Context: an optimization exercise on an open-source flow, tuned for small area. The choices shown serve that exercise and are no tape-out recipe.
Only simulation tests tie the RTL to the original design; equivalence was not proved.
Power figures rest on the tool's default switching activity, not on a simulated workload.

### design/flow/flow/run.sh
#!/bin/bash
# Own layout flow: the standard ORFS flow (standard synthesis unchanged),
# with clock tree synthesis told not to add dummy balancing loads and to use
# larger sink clusters.
set -euo pipefail
cd "$(dirname "$0")/.."
bash standard.sh finish \
  "CTS_ARGS=-sink_clustering_enable -repair_clock_nets -dont_use_dummy_load -sink_clustering_size 30 -sink_clustering_max_diameter 80" \
  > standard_flow.log 2>&1
### design/flow/standard.sh
#!/bin/bash
# synth_recipe.tcl (not shown) runs the flow's synth.tcl, then flattens the netlist and writes it again
# the make line also repeats each setting of config.mk as NAME=value (left out here)
make -C /OpenROAD-flow-scripts/flow DESIGN_CONFIG=/design/flow/config.mk WORK_HOME=/design/flow/orfs CLKGATE_MAP_FILE= SYNTH_SCRIPT=/design/flow/synth_recipe.tcl "${@:-finish}"
### design/flow/config.mk
export PLATFORM = sky130hd
export DESIGN_NAME = byte_data_memory
export DESIGN_NICKNAME = byte_data_memory
export VERILOG_FILES = /design/flow/design.v
export SDC_FILE = /design/flow/constraint.sdc
export NUM_CORES = 4
export LEC_CHECK = 0
export CAP_MARGIN = 20
export CORE_MARGIN = 2
export CORE_UTILIZATION = 40
export GPL_TIMING_DRIVEN = 0
export SLEW_MARGIN = 20
export SYNTH_HIERARCHICAL = 1
### design/flow/constraint.sdc
create_clock -name core_clock -period 5.0 [get_ports {clk}]
set_input_delay 1.0000 -clock core_clock [delete_from_list [all_inputs] [get_ports {clk}]]
set_output_delay 1.0000 -clock core_clock [all_outputs]
set_load 0.01 [all_outputs]
### design/flow/design.v
package dmem_pkg;
  localparam logic [2:0] F3_B  = 3'b000;
  localparam logic [2:0] F3_H  = 3'b001;
  localparam logic [2:0] F3_W  = 3'b010;
  localparam logic [2:0] F3_BU = 3'b100;
  localparam logic [2:0] F3_HU = 3'b101;
  typedef enum logic {
    CLEAR,
    READY
  } dmem_state_t;
endpackage
module dmem_bit_next
(
  input  logic q,
  input  logic wr,
  input  logic col_n,
  input  logic hold,
  output logic d
);
  assign d = ~((q | wr) & (col_n | hold));
endmodule
module dmem_rd_pair
(
  input  logic q0,
  input  logic sel0_n,
  input  logic q1,
  input  logic sel1_n,
  output logic y
);
  assign y = ~((q0 | sel0_n) & (q1 | sel1_n));
endmodule
module dmem_rd_col
#(
  parameter int unsigned DEPTH = 64
) (
  input  logic [DEPTH-1:0] q,
  input  logic [DEPTH-1:0] sel_n,
  output logic             y_n
);
  logic [DEPTH/2-1:0] p;
  for (genvar k = 0; k < DEPTH/2; k++) begin : g_pair
    dmem_rd_pair u_pair (
      .q0     (q[2*k]),
      .sel0_n (sel_n[2*k]),
      .q1     (q[2*k+1]),
      .sel1_n (sel_n[2*k+1]),
      .y      (p[k])
    );
  end
  assign y_n = |p;
endmodule
module byte_data_memory
#(
  parameter int unsigned DEPTH          = 64,
  parameter bit          CLEAR_ON_RESET = 1'b1
) (
  input  logic        clk,
  input  logic        reset,
  input  logic        req_valid,
  output logic        req_ready,
  input  logic        req_we,
  input  logic [2:0]  req_funct3,
  input  logic [31:0] req_addr,
  input  logic [31:0] req_wdata,
  output logic        rsp_valid,
  output logic [31:0] rsp_rdata,
  output logic        rsp_err,
  output logic        clear_busy
);
  localparam int unsigned AW = $clog2(DEPTH);
  logic [32*DEPTH-1:0]   mem_q;
  dmem_pkg::dmem_state_t state;
  logic [AW-1:0] sweep_cnt;
  logic          phase;
  logic          clearing;
  logic          sweep_sel;
  logic [AW-1:0] idx;
  logic          out_of_range;
  logic          misaligned;
  logic          illegal;
  logic          err;
  logic          accept;
  logic [3:0]    be;
  logic [31:0]   wdata_lane;
  logic [31:0]   rword;
  logic [31:0]   rdata_ext;
  assign clearing   = (state == dmem_pkg::CLEAR);
  assign req_ready  = (state == dmem_pkg::READY);
  assign clear_busy = clearing;
  assign phase      = sweep_cnt[0];
  assign accept     = req_valid && req_ready;
  assign idx          = req_addr[2 +: AW];
  assign out_of_range = |req_addr[31:2+AW];
  always_comb begin
    logic [7:0]  rbyte;
    logic [15:0] rhalf;
    rbyte      = rword[{req_addr[1:0], 3'b000} +: 8];
    rhalf      = rword[{req_addr[1], 4'b0000} +: 16];
    be         = '0;
    wdata_lane = '0;
    rdata_ext  = '0;
    misaligned = 1'b0;
    illegal    = 1'b0;
    case (req_funct3)
      dmem_pkg::F3_B: begin
        be         = 4'b0001 << req_addr[1:0];
        wdata_lane = {4{req_wdata[7:0]}};
        rdata_ext  = {{24{rbyte[7]}}, rbyte};
      end
      dmem_pkg::F3_H: begin
        misaligned = req_addr[0];
        be         = req_addr[1] ? 4'b1100 : 4'b0011;
        wdata_lane = {2{req_wdata[15:0]}};
        rdata_ext  = {{16{rhalf[15]}}, rhalf};
      end
      dmem_pkg::F3_W: begin
        misaligned = |req_addr[1:0];
        be         = '1;
        wdata_lane = req_wdata;
        rdata_ext  = rword;
      end
      dmem_pkg::F3_BU: begin
        illegal   = req_we;
        rdata_ext = {24'h000000, rbyte};
      end
      dmem_pkg::F3_HU: begin
        illegal    = req_we;
        misaligned = req_addr[0];
        rdata_ext  = {16'h0000, rhalf};
      end
      default: illegal = 1'b1;
    endcase
  end
  assign err = out_of_range || misaligned || illegal;
  always_ff @(posedge clk) begin
    if (reset) begin
      state     <= CLEAR_ON_RESET ? dmem_pkg::CLEAR : dmem_pkg::READY;
      sweep_cnt <= '0;
      sweep_sel <= CLEAR_ON_RESET;
      rsp_valid <= 1'b0;
      rsp_err   <= 1'b0;
      rsp_rdata <= '0;
    end else begin
      if (clearing && sweep_cnt == AW'(DEPTH - 1)) begin
        state     <= dmem_pkg::READY;
        sweep_sel <= 1'b0;
      end
      sweep_cnt <= sweep_cnt + 1'b1;
      rsp_valid <= accept;
      rsp_err   <= accept && err;
      rsp_rdata <= (accept && !req_we && !err) ? rdata_ext : '0;
    end
  end
  logic [AW-1:0]    widx;
  logic [DEPTH-1:0] wsel;
  assign widx = sweep_sel ? sweep_cnt : idx;
  always_comb begin
    for (int r = 0; r < DEPTH; r++) wsel[r] = (widx == AW'(r));
  end
  logic          wen;
  logic [3:0]    lane_on;
  logic [31:0]   col_n;
  assign wen = clearing || (accept && req_we && !err);
  always_comb begin
    for (int l = 0; l < 4; l++) begin
      lane_on[l] = clearing || be[l];
      for (int b = 8*l; b < 8*l + 8; b++) begin
        col_n[b] = lane_on[l] ? ((!clearing && wdata_lane[b]) ^ phase) : 1'b1;
      end
    end
  end
  logic [32*DEPTH-1:0] mem_d;
  for (genvar r = 0; r < DEPTH; r++) begin : g_row
    logic       hold;
    logic [3:0] wr;
    assign hold = !(wen && wsel[r]);
    assign wr   = {4{wen && wsel[r]}} & lane_on;
    for (genvar b = 0; b < 32; b++) begin : g_bit
      dmem_bit_next u_next (
        .q     (mem_q[32*r + b]),
        .wr    (wr[b/8]),
        .col_n (col_n[b]),
        .hold  (hold),
        .d     (mem_d[32*r + b])
      );
    end
  end
  always_ff @(posedge clk) begin
    mem_q <= mem_d;
  end
  logic [DEPTH-1:0] rsel_n;
  logic [31:0]      rcol_n;
  assign rsel_n = ~wsel;
  for (genvar b = 0; b < 32; b++) begin : g_col
    logic [DEPTH-1:0] q;
    for (genvar r = 0; r < DEPTH; r++) begin : g_q
      assign q[r] = mem_q[32*r + b];
    end
    dmem_rd_col #(.DEPTH(DEPTH)) u_col (
      .q     (q),
      .sel_n (rsel_n),
      .y_n   (rcol_n[b])
    );
  end
  assign rword = ~rcol_n ^ {32{phase}};
endmodule
==> reports/metrics.cfg, run 1 <==
[routing]
vias=68400
dr.first_iter.drc_count=8710
wirelength_mm=329
drtPass1Iterations=8
antenna_left=0
wl_per_cell_um=34.9
vias_per_cell=7.25
drc=0

[worst_setup_path]
cp_max_fo=10
worstSetupEndpointType=register
crit_type=in -> reg
start_kind=input port
worstPathRequired_ns=5.73
arrival_ns=6.11

[global_routing]
grt_first_pass_wirelength_mm=459
overflow=0
grt_start_max_net_pins=49
grt_usage_pct=35.5
antenna_found_initial=21
first_global_vias=63500

[placed_design]
pre_cts_ws_ns=-3.14
hpwl_mm=225
port_buffers=102
place.gp.congestion=1.04
dp.cells=9212
post_dp_cell_area_sq_mm=0.0794

[floorplanning]
design.core.area_sq_mm=0.172
die_h_um=420
rows=152
io-pin-count=107
dieArea_sq_mm=0.176
start_util_pct=40.3
die_w_um=420

[cts]
cts_tree=yes
clkTransAtPathRegs_ns=0.09
root_buffer=clkbuf_16
clock_path_buffers=3
clock_sinks=2090
hold_buffers=0
worstSkewPairLatency_ns=0.84
cts_buffers=96
cts_htree_levels=3

[final_layout]
final_nets=7189
layout_commonest_cell=o22ai_1
final_cells=9433
final_cell_mix=o22ai_1 (3070), dfxtp_1 (2086), nor4_2 (240)
final_area_sq_mm=0.0853
synthToLayoutAreaGrowth_pct=23.3
filler_cell_count=15300
final_layout_size_suffix_gt1_share_pct=16.4

[yosys]
synth.avg_cell_area_sq_um=10.6
synth.distinct_cells=59
synth_edf_count=0
synth_adder_area_share_pct=0.0181
netlist_area_sq_mm=0.0692
synth-xor-area-share_pct=0.279
synth_top_family_by_area=compound AO/OA/AOI/OAI gates
ys_seq_area_share_pct=60.5
synth_seq_cells=2090
syn_inst=6533
yosys.area_share.simple_pct=7.95
synthMuxAreaShare_pct=0.420
synth_nets=6605
synth-main-ff-cell=dfxtp_1
synth_compound_area_share_pct=29.8
async_flop_share_pct=0
ys_warn_count=7

[sta]
setup_violations=414
holdWs_ns=0.443
clock_skew_ns=0.0885
min_period_over_period_pct=108
hold_viol=0
tightest_slew_ns=1.37
final_max_slew_viol_count=0
grt_setup_unrepaired=true
maxSlewHeadroom_pct=8.39
fmax_mhz=186
setup_ws_ns=-0.377
period_minus_slack_ns=5.38
tns_ns=-51.18

[flow_run]
maxCapViolCount=0

[power_and_ir_drop]
peakVddDrop_v=0.000331
power_density_mw_per_mm2=366
p_leak_nw=31.0

[worst_hold_path]
hp-class=reg -> reg

[outcome]
outcome=finished with violations
check-failures=setup timing

==> logic make-up after synthesis <==
family	count (synthesis)
compound gates	3274
xor+xnor	22
fa+ha+maj	1
buf+inv	180
flops	2090
mux	19
simple gates	947
==> Yosys stat by module, one instance, submodules excluded, excerpt <==
module,times used,area [sq um],flops+latches,cells
byte_data_memory,1,47600,2090,3109
dmem_rd_pair,1024,6.26,0,1
dmem_bit_next,2048,6.26,0,1
==> Yosys cell counts (16+ instances only) <==
cell type / count / share of area [%]
o22ai_1: 3073 / 28
dfxtp_1: 2090 / 60
nor4_1: 356 / 3.2
nor3_1: 137 / 0.99
clkbuf_1: 129 / 0.70
nand2_1: 129 / 0.70
nand3_1: 94 / 0.68
nand4_1: 64 / 0.58
o21ai_0: 59 / 0.43
a22oi_1: 34 / 0.37
nor4_2: 32 / 0.58
or2_1: 32 / 0.29
nor2_1: 29 / 0.16
inv_1: 23 / 0.12
a2111oi_0: 20 / 0.25
xnor2_1: 19 / 0.24
buf_2: 18 / 0.13
or3_1: 18 / 0.16
a211oi_1: 17 / 0.18
a21oi_1: 16 / 0.12
a2bb2oi_1: 16 / 0.20
==> power breakdown <==
group          switching [W]  leakage (nW)  internal [W]
Clock                0.00524          1.18       0.00343
Combinational        0.00227          11.3       0.00140
Sequential          0.000763          18.5        0.0181
Total                0.00828          31.0        0.0230
==> critical path, stage by stage <==
cell and delay [ns]:
clkdlybuf4s50_1 0.70, or3b_2 0.58, clkbuf_1 0.25, o2111ai_1 0.74
o41a_1 0.27, buf_1 0.98, buf_1 0.86, nor3_1 0.41
o22ai_1 0.30
==> state kept, by name, summed over array words and instances (netlist names) <==
register and flops:
sweep_cnt 6, rsp_rdata 32, sweep_sel 1, mem_q 2048, state 1, rsp_valid 1
rsp_err 1
==> layer usage <==
metal  part of all wire, %  vias up  GRT usage (%)
li1                      -    28800              -
met1                    36    34100           41.9
met2                    42     4404           52.4
met3                    12     1190           11.6
met4                    10       12           29.4
met5                 0.027        -         0.0834
==> through the flow <==
step           total power (W)  utilization (%)
2_1_floorplan           0.0209                -
3_3_place_gp            0.0221             42.6
3_5_place_dp            0.0225             46.2
4_1_cts                 0.0310             49.0
5_1_grt                 0.0321             49.6
6_report                0.0312             49.7
==> final cells by class <==
type / count / area (sq um) / area share, %
Antenna cell: 8 / 20.0 / 0.0235
Buffer: 147 / 731 / 0.857
Clock buffer: 96 / 2400 / 2.82
Tap cell: 2310 / 2890 / 3.39
Inverter: 24 / 90.1 / 0.106
Sequential cell: 2090 / 41900 / 49.1
Timing Repair Buffer: 479 / 6000 / 7.04
Multi-Input combinational cell: 4279 / 31300 / 36.7
==> worst paths after layout <==
kind	startpoint	to	slack [ns]	cells past startpoint
max reg2reg	sweep_sel	rsp_rdata[1]	-0.14	19
min	mem_q[1185]	mem_q[1185]	0.44	1
min reg2reg	mem_q[1185]	mem_q[1185]	0.44	1
max	req_funct3[0]	mem_q[1945]	-0.38	9
==> repair_timing <==
item                                    4_1_cts  5_1_grt
buffers inserted                             60       46
endpoints found under the hold margin         0        0
pin swaps                                    48       52
gates cloned                                 10       11
endpoints found under the setup margin       56      518
gates resized for setup                     277       91
==> run 2: changes to the inputs <==
==> design/flow/run.sh (new file) <==
#!/bin/bash
# synth_recipe.tcl (not shown) runs the flow's synth.tcl, then flattens the netlist and writes it again
# the make line also repeats each setting of config.mk as NAME=value (left out here)
make -C /OpenROAD-flow-scripts/flow DESIGN_CONFIG=/design/flow/config.mk WORK_HOME=/design/flow/orfs CLKGATE_MAP_FILE= SYNTH_SCRIPT=/design/flow/synth_recipe.tcl finish
--- a/design/flow/config.mk
+++ b/design/flow/config.mk
@@ -9,4 +9,6 @@
 export CORE_MARGIN = 2
 export CORE_UTILIZATION = 40
+export CTS_CLUSTER_DIAMETER = 80
+export CTS_CLUSTER_SIZE = 30
 export GPL_TIMING_DRIVEN = 0
 export SLEW_MARGIN = 20
removed: design/flow/flow/run.sh
removed: design/flow/standard.sh
==> run 2 against run 1 <==
Against the previous run:
- still fails the layout checks on setup timing
- area after synthesis unchanged
- global-route usage about the same
- worst hold slack improved by 0.0027 ns
- total power increased by 4.0%
- sequential share of layout area decreased by 0.23 points
- die area unchanged
- clock power increased by 14%
- via count decreased by 0.32%
- core utilization increased by 0.22 points
- combinational power about the same
- cell area increased by 0.45%
- largest power group unchanged
- critical endpoint is now mem_q[455]
==> reports/metrics.cfg, run 2 <==
[global_routing]
overflow=0  ; unchanged
grt_usage_pct=35.5  ; about the same
first_global_vias=63400  ; -0.16%
met3_usage_pct=11.2  ; -0.37 points
antenna_found_initial=20  ; -4.8%
grt_start_max_net_pins=49  ; unchanged
grt_first_pass_wirelength_mm=459  ; about the same
use_met2_pct=52.2  ; -0.17 points
met1_usage_pct=42.0  ; +0.12 points
busiest_layer=met2

[sta]
grt_setup_unrepaired=true
tightest_slew_ns=1.35  ; -0.0272 ns
fmax_mhz=194  ; +4.3%
holdWs_ns=0.446  ; +0.00268 ns
min_period_over_period_pct=103  ; -4.5 points
period_minus_slack_ns=5.15  ; -0.223 ns
tns_ns=-11.29  ; +39.89 ns
setup_ws_ns=-0.155  ; +0.223 ns
hold_viol=0  ; unchanged
final_max_slew_viol_count=0  ; unchanged
clock_skew_ns=0.0509  ; -0.0375 ns
maxSlewHeadroom_pct=10.2  ; +1.8 points
setup_violations=212  ; -49%

[floorplanning]
dieArea_sq_mm=0.176  ; unchanged
die_w_um=420  ; unchanged
rows=152  ; unchanged
io-pin-count=107  ; unchanged
die_h_um=420  ; unchanged
start_util_pct=40.3  ; unchanged
design.core.area_sq_mm=0.172  ; unchanged

[worst_hold_path]
hold_start=mem_q[288]
hp-class=reg -> reg
hold_depth=1  ; unchanged
hold_end=mem_q[288]

[routing]
drtPass1Iterations=7  ; -1
dr.first_iter.drc_count=8638  ; -0.83%
wl_per_cell_um=34.4  ; -1.6%
vias=68200  ; -0.32%
wirelength_mm=325  ; -1.2%
antenna_left=0  ; unchanged
drc=0  ; unchanged
vias_per_cell=7.20  ; -0.67%

[outcome]
outcome=finished with violations
check-failures=setup timing

[final_layout]
filler_cell_count=15300  ; -0.13%
final_cells=9466  ; +0.35%
top_regs=mem_q: 2048 flops, rsp_rdata: 32 flops, sweep_cnt: 6 flops
synthToLayoutAreaGrowth_pct=23.8
final_cell_mix=o22ai_1 (3070), dfxtp_1 (2088), nor4_2 (248)
layout_commonest_cell=o22ai_1
largest_reg_flops=2048  ; unchanged
final_layout_size_suffix_gt1_share_pct=16.8  ; +0.34 points
top_register=mem_q
final_util_pct=49.9  ; +0.22 points
final_nets=7154  ; -0.49%

[placed_design]
dp.cells=9212  ; unchanged
port_buffers=102  ; unchanged
place.gp.congestion=1.04  ; unchanged
hpwl_mm=225  ; unchanged

[power_and_ir_drop]
peakVddDrop_v=0.000299  ; -9.5%
power_density_mw_per_mm2=379  ; +3.5%
power_w=0.0325  ; +4.0%
p_leak_nw=31.1  ; +0.43%

[yosys]
synth-main-ff-cell=dfxtp_1
async_flop_share_pct=0  ; unchanged
yosys.area.top_type=dfxtp_1
ys_warn_count=7  ; unchanged
yosysMostFrequentCell=o22ai_1
synth_edf_count=0  ; unchanged
synthTopCellsByArea=dfxtp_1 (60%), o22ai_1 (28%), nor4_1 (3.2%), nor3_1 (0.99%), clkbuf_1 (0.70%)
ys_seq_area_share_pct=60.5  ; unchanged
synth_seq_cells=2090  ; unchanged
syn_inst=6533  ; unchanged
synth_commonest_cells=o22ai_1 (3073), dfxtp_1 (2090), nor4_1 (356)
synth_nets=6605  ; unchanged
synth.avg_cell_area_sq_um=10.6  ; unchanged
synth.top_cell.area_share_pct=60.5  ; unchanged
synth.distinct_cells=59  ; unchanged
netlist_area_sq_mm=0.0692  ; unchanged

[worst_setup_path]
start_kind=input port
arrival_ns=5.86  ; -0.25 ns
cp_max_fo=32  ; +22
r2r_start=sweep_sel
crit_type=in -> reg
regToRegSetupSlack_ns=-0.10  ; +0.04 ns
worstPathRequired_ns=5.71  ; -0.02 ns
rr_worst_depth=17  ; -2
worstSetupEndpointType=register
worstReg2RegEnd=rsp_rdata[11]

[cts]
cts_htree_levels=3  ; unchanged
worstSkewPairLatency_ns=0.83  ; about the same
cts_buffers=96  ; unchanged
clock_sinks=2090  ; unchanged
clock_path_buffers=3  ; unchanged
cts_tree=yes
clkTransAtPathRegs_ns=0.10  ; about the same
hold_buffers=0  ; unchanged
root_buffer=clkbuf_16

[flow_run]
maxCapViolCount=0  ; unchanged

## run 2: cell counts after synthesis
Identical to the previous run, type by type.
## run 2: where the power goes
group          total [W]  switching (W)  internal (W)  leakage, nW
sequential        0.0189       0.000759        0.0181         18.5
combinational    0.00366        0.00227       0.00139         11.0
clock            0.00993        0.00591       0.00402         1.57
## run 2: stage by stage
step	cell area (sq um)	worst slack, ns
after floorplan	69200	0.379
after global placement	73100	-5.66
after detailed placement	79400	-3.14
after CTS	84900	0.000675
after global routing	85600	-0.0569
final	85700	-0.155
## run 2: what timing repair did
action                     in CTS  in global routing
pin swaps                      45                 36
cloned                          9                  4
hold endpoints to repair        0                  0
gates resized for setup       269                 99
setup buffers                  61                 15
setup endpoints to repair      56                766
## run 2: final cells by class
type                       instances  area, sq um  share of cell area [%]
antenna                            8         20.0                  0.0234
clock inverter                    55          719                   0.840
multi-input combinational       4273        31200                    36.4
tap                             2310         2890                    3.37
clock buffer                     109         2540                    2.97
buffer                           149          723                   0.844
inverter                          24         90.1                   0.105
timing repair buffer             448         5660                    6.61
sequential                      2090        41800                    48.9
## run 2: cell families (layout without fill, tap and decap cells)
logic type	Yosys count	in the layout	synth area share, %
AO/OA/AOI/OAI	3274	3274	29.8
XOR/XNOR	22	22	0.279
adder cells (fa/ha/maj)	1	1	0.0181
buffers and inverters	180	785	1.01
flip-flops	2090	2090	60.5
multiplexers	19	19	0.420
other	0	8	0
AND/OR/NAND/NOR	947	957	7.95
## run 2: how the worst max path moves through the flow
stage                        from             to  cells after the start
global route        req_funct3[0]     mem_q[450]                      9
finish              req_funct3[0]     mem_q[455]                      9
detailed placement    req_addr[6]  rsp_rdata[13]                     13
global placement      req_addr[3]  rsp_rdata[14]                     13
CTS                   req_addr[5]  rsp_rdata[31]                     17
floorplan             req_addr[7]  rsp_rdata[20]                     13
## run 2: Yosys stat by module (local to each module, per instance), a selection
module,flops+latches,cell area [sq um]
dmem_rd_pair,0,6.26
byte_data_memory,2090,47600
dmem_bit_next,0,6.26
## run 2: worst max-delay path, stage by stage
cell and delay (ns):
clkdlybuf4s50_1 0.84, or3b_2 0.22, clkbuf_1 0.37, o2111ai_1 0.53, o41ai_4 0.68, buf_6 0.24
clkbuf_1 0.66, nand3_2 0.91, o22ai_1 0.36
## run 2: layer usage
layer	up-vias	part of all wire, %	routed length (um)
li1	28800	-	-
met3	1161	11	36000
met2	4381	42	138000
met1	33900	36	118000
met4	10	10	33600
met5	-	0.023	76
==> run 3: changes to the inputs <==
--- a/design/flow/config.mk
+++ b/design/flow/config.mk
@@ -9,7 +9,4 @@
 export CORE_MARGIN = 2
 export CORE_UTILIZATION = 40
-export CTS_CLUSTER_DIAMETER = 80
-export CTS_CLUSTER_SIZE = 30
-export GPL_TIMING_DRIVEN = 0
 export SLEW_MARGIN = 20
 export SYNTH_HIERARCHICAL = 1
==> run 3 against run 2 <==
Against the previous run:
- worst hold slack lost 0.0041 ns
- maximum frequency is 4.4% higher
- combinational power is 3% higher
- now clean on timing, DRC and antenna
- non-clock buffer count grew 518
- flip-flop and latch count stayed put
- clock power is 64% higher
==> reports/metrics.cfg, run 3 <==
[sta]
grt_setup_unrepaired=false
final_max_slew_viol_count=0  ; unchanged
tightest_slew_ns=1.31  ; -0.0389 ns
min_period_over_period_pct=98.8  ; -4.3 points
maxSlewHeadroom_pct=12.0  ; +1.8 points
period_minus_slack_ns=4.94  ; -0.216 ns
hold_viol=0  ; unchanged
fmax_mhz=203  ; +4.4%
setup_violations=0  ; -100%
clock_skew_ns=0.0239  ; -0.0270 ns

[flow_run]
maxCapViolCount=0  ; unchanged

[routing]
vias=70600  ; +3.6%
wl_per_cell_um=32.3  ; -6.0%
vias_per_cell=6.93  ; -3.8%
wirelength_mm=329  ; +1.2%
drtPass1Iterations=6  ; -1
dr.first_iter.drc_count=8444  ; -2.2%
antenna_left=0  ; unchanged
drc=0  ; unchanged

[yosys]
synth_edf_count=0  ; unchanged
synth_adder_area_share_pct=0.0181  ; unchanged
yosys.area.top_type=dfxtp_1
synth.distinct_cells=59  ; unchanged
synth_top_family_by_area=compound AO/OA/AOI/OAI gates
synth-xor-area-share_pct=0.279  ; unchanged
netlist_area_sq_mm=0.0692  ; unchanged
async_flop_share_pct=0  ; unchanged
synth.avg_cell_area_sq_um=10.6  ; unchanged
synthMuxAreaShare_pct=0.420  ; unchanged
ys_warn_count=7  ; unchanged
yosysMostFrequentCell=o22ai_1
synth_seq_cells=2090  ; unchanged
syn_inst=6533  ; unchanged
ys_seq_area_share_pct=60.5  ; unchanged
synth_compound_area_share_pct=29.8  ; unchanged
synth-main-ff-cell=dfxtp_1
yosys.area_share.simple_pct=7.95  ; unchanged
synthTopCellsByArea=dfxtp_1 (60%), o22ai_1 (28%), nor4_1 (3.2%), nor3_1 (0.99%), clkbuf_1 (0.70%)
synth_commonest_cells=o22ai_1 (3073), dfxtp_1 (2090), nor4_1 (356)
synth_nets=6605  ; unchanged
synth.top_cell.area_share_pct=60.5  ; unchanged

[cts]
root_buffer=clkbuf_16
cts_htree_levels=4  ; +1
clock_sinks=2090  ; unchanged
hold_buffers=0  ; unchanged
cts_buffers=210  ; +120%
worstSkewPairLatency_ns=0.87  ; +0.04 ns
cts_tree=yes
clkTransAtPathRegs_ns=0.06  ; -0.04 ns
clock_path_buffers=3  ; unchanged

[worst_setup_path]
worstPathRequired_ns=5.78  ; +0.07 ns
timing.critical_path.mode_cell=buf_4
endpoint=rsp_rdata[19]
crit_family=buffers and inverters
path_cells=clkdlybuf4s50_1, buf_4, a32o_1, buf_12, buf_4, nand2_1, buf_4, o22ai_1, nor4_2, buf_4, nand4_1, or2_1, mux4_2, buf_4, a211oi_4, buf_4, buf_6, a22oi_1, a211oi_2
rr_worst_depth=19  ; +2
start_kind=input port
worstSetupEndpointType=register
slowest_stage=nor4_2
cp_max_fo=25  ; -22%
crit_cells=19  ; +10
crit_type=in -> reg
cp_num_buf_inv=9  ; +5
arrival_ns=5.72  ; -0.14 ns
crit_start=req_addr[7]
max_stage_delay_ns=0.63  ; -0.28 ns
r2r_start=sweep_sel
regToRegSetupSlack_ns=0.13  ; +0.23 ns
worstReg2RegEnd=rsp_rdata[19]

[final_layout]
synthToLayoutAreaGrowth_pct=28.8
top_regs=mem_q: 2048 flops, rsp_rdata: 32 flops, sweep_cnt: 6 flops
final_area_sq_mm=0.0891  ; +4.0%
largest_reg_flops=2048  ; unchanged
final_layout_size_suffix_gt1_share_pct=19.0  ; +2.2 points
final_nets=7776  ; +8.7%
filler_cell_count=15400  ; +0.61%
layout_commonest_cell=o22ai_1
final_cell_mix=o22ai_1 (3072), dfxtp_1 (2089), buf_4 (915)
top_register=mem_q

[power_and_ir_drop]
p_clk_share_pct=41.7  ; +11 points
swShare_pct=25.5  ; -2.0 points
p_switching_w=0.00996  ; +11%
power_w=0.0391  ; +20%
combPwrFrac_pct=9.7  ; -1.6 points
peakVddDrop_v=0.000321  ; +7.3%
p_leak_nw=34.3  ; +10%
intPower_w=0.0291  ; +24%
pwr-share-seq_pct=48.6  ; -9.6 points
power_density_mw_per_mm2=438  ; +16%

[worst_hold_path]
hp-class=reg -> reg
hold_start=mem_q[24]

[floorplanning]
design.core.area_sq_mm=0.172  ; unchanged
start_util_pct=40.3  ; unchanged
dieArea_sq_mm=0.176  ; unchanged
rows=152  ; unchanged
io-pin-count=107  ; unchanged
die_w_um=420  ; unchanged
die_h_um=420  ; unchanged

[outcome]
outcome=finished clean

[placed_design]
hpwl_mm=230  ; +2.4%
port_buffers=106  ; +3.9%
post_dp_cell_area_sq_mm=0.0818  ; +3.0%
place.gp.congestion=1.04  ; +0.68%

[global_routing]
antenna_found_initial=20  ; unchanged
grt_first_pass_wirelength_mm=469  ; +2.2%
overflow=0  ; unchanged
first_global_vias=66400  ; +4.6%
grt_usage_pct=36.1  ; +0.60 points
grt_start_max_net_pins=88  ; +80%

run 3: cell counts after synthesis:
No cell type changed its count.
run 3: cell type report:
cell class                      count  area [sq um]  area share (%)
Timing Repair Buffer             1115          9790            11.0
Tap cell                         2310          2890            3.24
Antenna cell                        9          22.5          0.0253
Inverter                           24          90.1           0.101
Clock inverter                     85          1080            1.22
Multi-Input combinational cell   4263         27300            30.7
Sequential cell                  2090         41800            46.9
Clock buffer                      296          6060            6.80
run 3: cells by family after synthesis:
logic type               count (synthesis)
XOR/XNOR                                22
AND/OR/NAND/NOR                        947
adder cells (fa/ha/maj)                  1
multiplexers                            19
AO/OA/AOI/OAI                         3274
flip-flops                            2090
buffers and inverters                  180
run 3: modules after synthesis (local to each module, per instance), excerpt:
module / flip-flops and latches / copies in the design
byte_data_memory: 2090 / 1
dmem_bit_next: 0 / 2048
dmem_rd_pair: 0 / 1024
run 3: metrics by stage:
step	std cells	TNS (ns)	hold slack [ns]	setup slack [ns]	util, %
after floorplan	6533	0	0.422	0.379	-
after global placement	9799	-35.45	0.430	-1.37	47.6
after detailed placement	9800	-35.17	0.438	-1.36	47.6
after global routing	10200	0	0.453	0.0328	51.9
after CTS	10200	0	0.446	0.00259	51.8
final	10200	0	0.442	0.0618	51.9
run 3: worst min-delay path by stage:
stage | end | slack (ns) | depth (start not counted)
after floorplan | mem_q[1000] | 0.42 | 1
final | mem_q[24] | 0.44 | 1
after global placement | mem_q[941] | 0.43 | 1
after global routing | mem_q[254] | 0.45 | 1
after detailed placement | mem_q[312] | 0.44 | 1
after CTS | mem_q[305] | 0.45 | 1
run 3: layer usage:
layer / up-vias / share of wire (%) / track usage (%)
met5: - / 0.019 / 0
met1: 35100 / 38 / 44.9
met3: 1081 / 9.9 / 8.53
met2: 4371 / 43 / 53.9
met4: 10 / 8.9 / 27.5
li1: 30100 / - / -
run 3: power groups by stage:
stage | logic (W) | clock network (W) | registers [W]
floorplan | 0.00181 | 0 | 0.0191
global placement | 0.00355 | 0 | 0.0193
detailed placement | 0.00363 | 0 | 0.0193
CTS | 0.00363 | 0.0164 | 0.0190
global route | 0.00389 | 0.0170 | 0.0191
finish | 0.00378 | 0.0163 | 0.0190
run 3: worst register-to-register path, stage by stage, from the launching register on:
cell,delay [ns]
dfxtp_1,0.42
buf_4,0.21
nand3b_1,0.23
a22oi_1,0.14
buf_4,0.15
nand2_1,0.29
buf_4,0.32
o22ai_1,0.19
nor4_2,0.34
buf_4,0.19
nand4_1,0.25
buf_4,0.24
or2_1,0.22
mux4_2,0.55
buf_4,0.18
a211oi_4,0.18
buf_4,0.18
buf_6,0.14
a22oi_1,0.09
a211oi_2,0.25
run 3: timing repair:
item,4_1_cts,5_1_grt
endpoints found under the setup margin,24,24
gates cloned,0,1
pin swaps,0,6
gates resized for setup,6,17
setup buffers,0,1

[afterwards: timing with drivers on the ports]
No port has a modelled driver above. Below, the same layouts with a new extraction and two added sets of constraints. Step 1 (the two cells are an assumption about what drives the block):
set clk [get_ports {clk}]
set_driving_cell -lib_cell sky130_fd_sc_hd__clkbuf_16 $clk
set_driving_cell -lib_cell sky130_fd_sc_hd__buf_2 [delete_from_list [all_inputs] $clk]
Step 2 times the ports against the registers' clock, not the clock port: input delays grow and output delays shrink by t, the midpoint of the rising clock arrivals with the driver on. a / b / c = no drivers / after step 1 / after step 2; a / b = the first two.
run | shift t [ns] | setup WS [ns] | slew at the worst register clock pin (ns)
run 1 | 0.878 | -0.377 / -0.316 / -1.194 | 0.12 / 0.12
run 2 | 0.886 | -0.155 / -0.100 / -0.980 | 0.12 / 0.12
run 3 | 0.948 | 0.062 / 0.110 / -0.837 | 0.07 / 0.07
With both steps, setup timing fails in run 3, where it was met with ideal ports. The setup slack of run 3, which loses most, moves by +0.048 ns with the drivers and by -0.899 ns with both steps.
